Background: an optimization exercise with open tools, aiming at small area and a short achievable clock period. Do not read the settings as production practice. RTL that was checked went through simulation tests only; none was proved equivalent to the original. Power is estimated from default activity; no workload was simulated.

old:
==> module mem_hier_top, before the edit <==
module mem_hier_top (
  input  logic        clock,
  input  logic        reset,
  input  logic        i_read,
  input  logic        i_write,
  input  logic [5:0]  i_addr,
  input  logic [15:0] i_wdata,
  output logic        o_valid,
  output logic [15:0] o_rdata,
  output logic        o_hit_l1,
  output logic        o_hit_l2
);
  logic        s1_valid;
  logic        s1_write;
  logic [5:0]  s1_addr;
  logic [15:0] s1_wdata;
  logic [7:0]  s1_hi_w;           
  logic [63:0] s1_rsel;           
  logic [7:0]  s1_lo;             
  logic        s1_hit_m;          
  logic        s1_hit_l;          
  logic [7:0]  s1_l2_hv;          
  logic [7:0]  nx_hit_m_v;        
  logic        nx_hit_m;
  logic        nx_hit_l;
  logic [7:0]  nx_l2_hv;
  logic [63:0] nx_rsel;
  always_ff @(posedge clock or posedge reset)
  begin
    if (reset)
    begin
      s1_valid <= 1'b0;
      s1_hi_w  <= '0;
    end
    else
    begin
      s1_valid <= i_read | i_write;
      for (int h = 0; h < 8; h++)
        s1_hi_w[h] <= i_write && (i_addr[5:3] == 3'(h));
    end
  end
  always_ff @(posedge clock)
  begin
    s1_write <= i_write;
    s1_addr  <= i_addr;
    s1_wdata <= i_wdata;
    for (int h = 0; h < 8; h++)
    begin
      s1_lo[h]   <= (i_addr[2:0] == 3'(h));
    end
    s1_rsel  <= nx_rsel;
    s1_hit_m <= nx_hit_m;
    s1_hit_l <= nx_hit_l;
    s1_l2_hv <= nx_l2_hv;
  end
  logic nx_same;                   
  assign nx_same = (i_addr == s1_addr);
  logic [4:0] l1_tag_m [0:1];    
  logic [4:0] l1_tag_l [0:1];    
  logic [1:0] l1_v_m;
  logic [1:0] l1_v_l;
  logic [1:0] l1_push;
  logic       l1_hit;
  assign l1_hit = s1_hit_m | s1_hit_l;
  genvar s;
  generate
    for (s = 0; s < 2; s++) begin : g_l1
      assign l1_push[s] = s1_valid && (s1_addr[0] == s) && !s1_hit_m;
      always_ff @(posedge clock or posedge reset)
      begin
        if (reset)
        begin
          l1_v_m[s] <= 1'b0;
          l1_v_l[s] <= 1'b0;
        end
        else if (l1_push[s])
        begin
          l1_v_m[s] <= 1'b1;
          l1_v_l[s] <= l1_v_m[s];
        end
      end
      always_ff @(posedge clock)
      begin
        if (l1_push[s])
        begin
          l1_tag_m[s] <= s1_addr[5:1];
          l1_tag_l[s] <= l1_tag_m[s];
        end
      end
    end
  endgenerate
  logic nx_eq_m;
  logic nx_eq_l;
  logic nx_push;
  assign nx_eq_m  = l1_v_m[i_addr[0]] && (l1_tag_m[i_addr[0]] == i_addr[5:1]);
  assign nx_eq_l  = l1_v_l[i_addr[0]] && (l1_tag_l[i_addr[0]] == i_addr[5:1]);
  assign nx_push  = l1_push[i_addr[0]];
  assign nx_hit_m = nx_push ? nx_same : nx_eq_m;
  assign nx_hit_l = nx_push ? nx_eq_m : nx_eq_l;
  logic [5:0] l2_tag [0:7];
  logic [7:0] l2_v;
  logic [7:0] l2_shift;
  logic [7:0] nx_eq;
  logic       l2_hit;
  logic       l2_act;
  assign l2_act = s1_valid && (s1_write || !l1_hit);
  assign l2_hit = |s1_l2_hv;
  always_comb
  begin
    l2_shift[0] = l2_act;
    for (int i = 1; i < 8; i++)
      l2_shift[i] = l2_shift[i-1] && !s1_l2_hv[i-1];
  end
  always_ff @(posedge clock or posedge reset)
  begin
    if (reset)
      l2_v <= '0;
    else
    begin
      if (l2_shift[0])
        l2_v[0] <= 1'b1;
      for (int i = 1; i < 8; i++)
        if (l2_shift[i])
          l2_v[i] <= l2_v[i-1];
    end
  end
  always_ff @(posedge clock)
  begin
    if (l2_shift[0])
      l2_tag[0] <= s1_addr;
    for (int i = 1; i < 8; i++)
      if (l2_shift[i])
        l2_tag[i] <= l2_tag[i-1];
  end
  always_comb
  begin
    for (int i = 0; i < 8; i++)
      nx_eq[i] = l2_v[i] && (l2_tag[i] == i_addr);
    nx_l2_hv[0] = l2_shift[0] ? nx_same : nx_eq[0];
    for (int i = 1; i < 8; i++)
      nx_l2_hv[i] = l2_shift[i] ? nx_eq[i-1] : nx_eq[i];
  end
  logic [15:0] mem_q [0:63];
  logic [63:0] written_q;         
  logic [63:0] wsel;              
  logic [63:0] written_d;         
  logic [15:0] rd_word;
  always_comb
  begin
    for (int j = 0; j < 64; j++)
    begin
      wsel[j] = s1_hi_w[j/8] && s1_lo[j%8];
      written_d[j] = written_q[j] || wsel[j];
      nx_rsel[j] = i_read && (i_addr == 6'(j)) && written_d[j];
    end
  end
  genvar j;
  generate
    for (j = 0; j < 64; j++) begin : g_word
      always_ff @(posedge clock)
      begin
        if (wsel[j])
          mem_q[j] <= s1_wdata;
      end
      always_ff @(posedge clock or posedge reset)
      begin
        if (reset)
          written_q[j] <= 1'b0;
        else
          written_q[j] <= written_d[j];
      end
    end
  endgenerate
  logic [127:0] grp_words;
  genvar h;
  generate
    for (h = 0; h < 8; h++) begin : g_grp
      rd_group u_grp (
        .i_sel   (s1_rsel[8*h +: 8]),
        .i_words ({mem_q[8*h+7], mem_q[8*h+6], mem_q[8*h+5], mem_q[8*h+4],
                   mem_q[8*h+3], mem_q[8*h+2], mem_q[8*h+1], mem_q[8*h]}),
        .o_word  (grp_words[16*h +: 16])
      );
    end
  endgenerate
  logic [15:0] wr_word;
  logic [15:0] part_n [0:2];
  assign wr_word = {16{s1_write}} & s1_wdata;
  rd_nor3 u_nor0 (.i_a(grp_words[15:0]),   .i_b(grp_words[31:16]),  .i_c(grp_words[47:32]),   .o_word_n(part_n[0]));
  rd_nor3 u_nor1 (.i_a(grp_words[63:48]),  .i_b(grp_words[79:64]),  .i_c(grp_words[95:80]),   .o_word_n(part_n[1]));
  rd_nor3 u_nor2 (.i_a(grp_words[111:96]), .i_b(grp_words[127:112]), .i_c(wr_word),          .o_word_n(part_n[2]));
  rd_nand3 u_nand (.i_a_n(part_n[0]), .i_b_n(part_n[1]), .i_c_n(part_n[2]), .o_word(rd_word));
  always_ff @(posedge clock or posedge reset)
  begin
    if (reset)
    begin
      o_valid  <= 1'b0;
      o_hit_l1 <= 1'b0;
      o_hit_l2 <= 1'b0;
    end
    else
    begin
      o_valid  <= s1_valid;
      o_hit_l1 <= s1_valid && l1_hit;
      o_hit_l2 <= s1_valid && !l1_hit && l2_hit;
    end
  end
  always_ff @(posedge clock)
  begin
    o_rdata <= rd_word;
  end
endmodule
Settings: LEC_CHECK=0, CAP_MARGIN=20, CORE_MARGIN=2, CORE_UTILIZATION=60, CTS_CLUSTER_DIAMETER=80, CTS_CLUSTER_SIZE=24, SETUP_SLACK_MARGIN=3.3, SLEW_MARGIN=20, SYNTH_HIERARCHICAL=1, SYNTH_MINIMUM_KEEP_SIZE=0; clock period 5.5 ns.
run.sh (not shown) runs the stock make flow with config.mk's settings and CLKGATE_MAP_FILE= SYNTH_SCRIPT=/design/flow/synth_recipe.tcl, a recipe that flattens the netlist after the stock synthesis.
Edits applied to the flow inputs when going from old to new:
--- a/flow/design.v
+++ b/flow/design.v
@@ -60,18 +60,17 @@
   logic        s1_write;
   logic [5:0]  s1_addr;
   logic [15:0] s1_wdata;
   logic [7:0]  s1_hi_w;           
-  logic [63:0] s1_rsel;           
+  logic [7:0]  s1_hi_r;           
   logic [7:0]  s1_lo;             
   logic        s1_hit_m;          
   logic        s1_hit_l;          
   logic [7:0]  s1_l2_hv;          
   logic [7:0]  nx_hit_m_v;        
   logic        nx_hit_m;
   logic        nx_hit_l;
   logic [7:0]  nx_l2_hv;
-  logic [63:0] nx_rsel;
   always_ff @(posedge clock or posedge reset)
   begin
     if (reset)
     begin
@@ -93,9 +92,10 @@
     for (int h = 0; h < 8; h++)
     begin
       s1_lo[h]   <= (i_addr[2:0] == 3'(h));
     end
-    s1_rsel  <= nx_rsel;
+    for (int h = 0; h < 8; h++)
+      s1_hi_r[h] <= i_read && (i_addr[5:3] == 3'(h));
     s1_hit_m <= nx_hit_m;
     s1_hit_l <= nx_hit_l;
     s1_l2_hv <= nx_l2_hv;
   end
@@ -189,16 +189,17 @@
   logic [15:0] mem_q [0:63];
   logic [63:0] written_q;         
   logic [63:0] wsel;              
   logic [63:0] written_d;         
+  logic [63:0] rsel;              
   logic [15:0] rd_word;
   always_comb
   begin
     for (int j = 0; j < 64; j++)
     begin
       wsel[j] = s1_hi_w[j/8] && s1_lo[j%8];
       written_d[j] = written_q[j] || wsel[j];
-      nx_rsel[j] = i_read && (i_addr == 6'(j)) && written_d[j];
+      rsel[j] = s1_hi_r[j/8] && s1_lo[j%8] && written_q[j];
     end
   end
   genvar j;
   generate
@@ -221,9 +222,9 @@
   genvar h;
   generate
     for (h = 0; h < 8; h++) begin : g_grp
       rd_group u_grp (
-        .i_sel   (s1_rsel[8*h +: 8]),
+        .i_sel   (rsel[8*h +: 8]),
         .i_words ({mem_q[8*h+7], mem_q[8*h+6], mem_q[8*h+5], mem_q[8*h+4],
                    mem_q[8*h+3], mem_q[8*h+2], mem_q[8*h+1], mem_q[8*h]}),
         .o_word  (grp_words[16*h +: 16])
       );
Findings:
The run with more setup slack is new; old has less.
Diff old -> new: number of nets in the finished design moved down; layout-stage area growth over the synthesis result now sits higher.
Global-route met2 utilization, new and old: lower on new
In new, the proportion of power drawn by the clock network came out 0.3 points above the value in old.
Hold slack: new higher than old
Looking at new and old, the data required time of the critical path is a wash.
Relative to old, new improves post-layout minimum cycle time.
Relative to old, the proportion of synthesized flip-flops having asynchronous set or reset of new is higher by 0.30 points.
Sequential share of layout area, new and old: larger value in old
Going from old to new, fmax grows by 1.4%.
The RTL of old was laid out without a check of its function.

-- afterwards: timing with drivers on the ports --
Ports are ideal in the flow. The routed layouts listed here were re-timed in OpenROAD.
Step 1, drivers: a clkbuf_16 drives clock and a buf_2 each remaining input, both assumed.
Step 2 also shifts input and output timing later by t, the mid clock arrival at the registers, as if the neighbouring blocks saw the same clock.
Three values: no drivers, after step 1, after step 2; two values: the first two.
run | shift t [ns] | setup WS [ns] | worst setup path at the end
old | 0.730 | 3.220 / 3.152 / 2.687 | input to register
new | 0.717 | 3.252 / 3.183 / 2.791 | input to register
After both steps setup and hold are still met in every run listed. The setup slack of old, which loses most, moves by -0.068 ns with the drivers and by -0.533 ns with both steps.
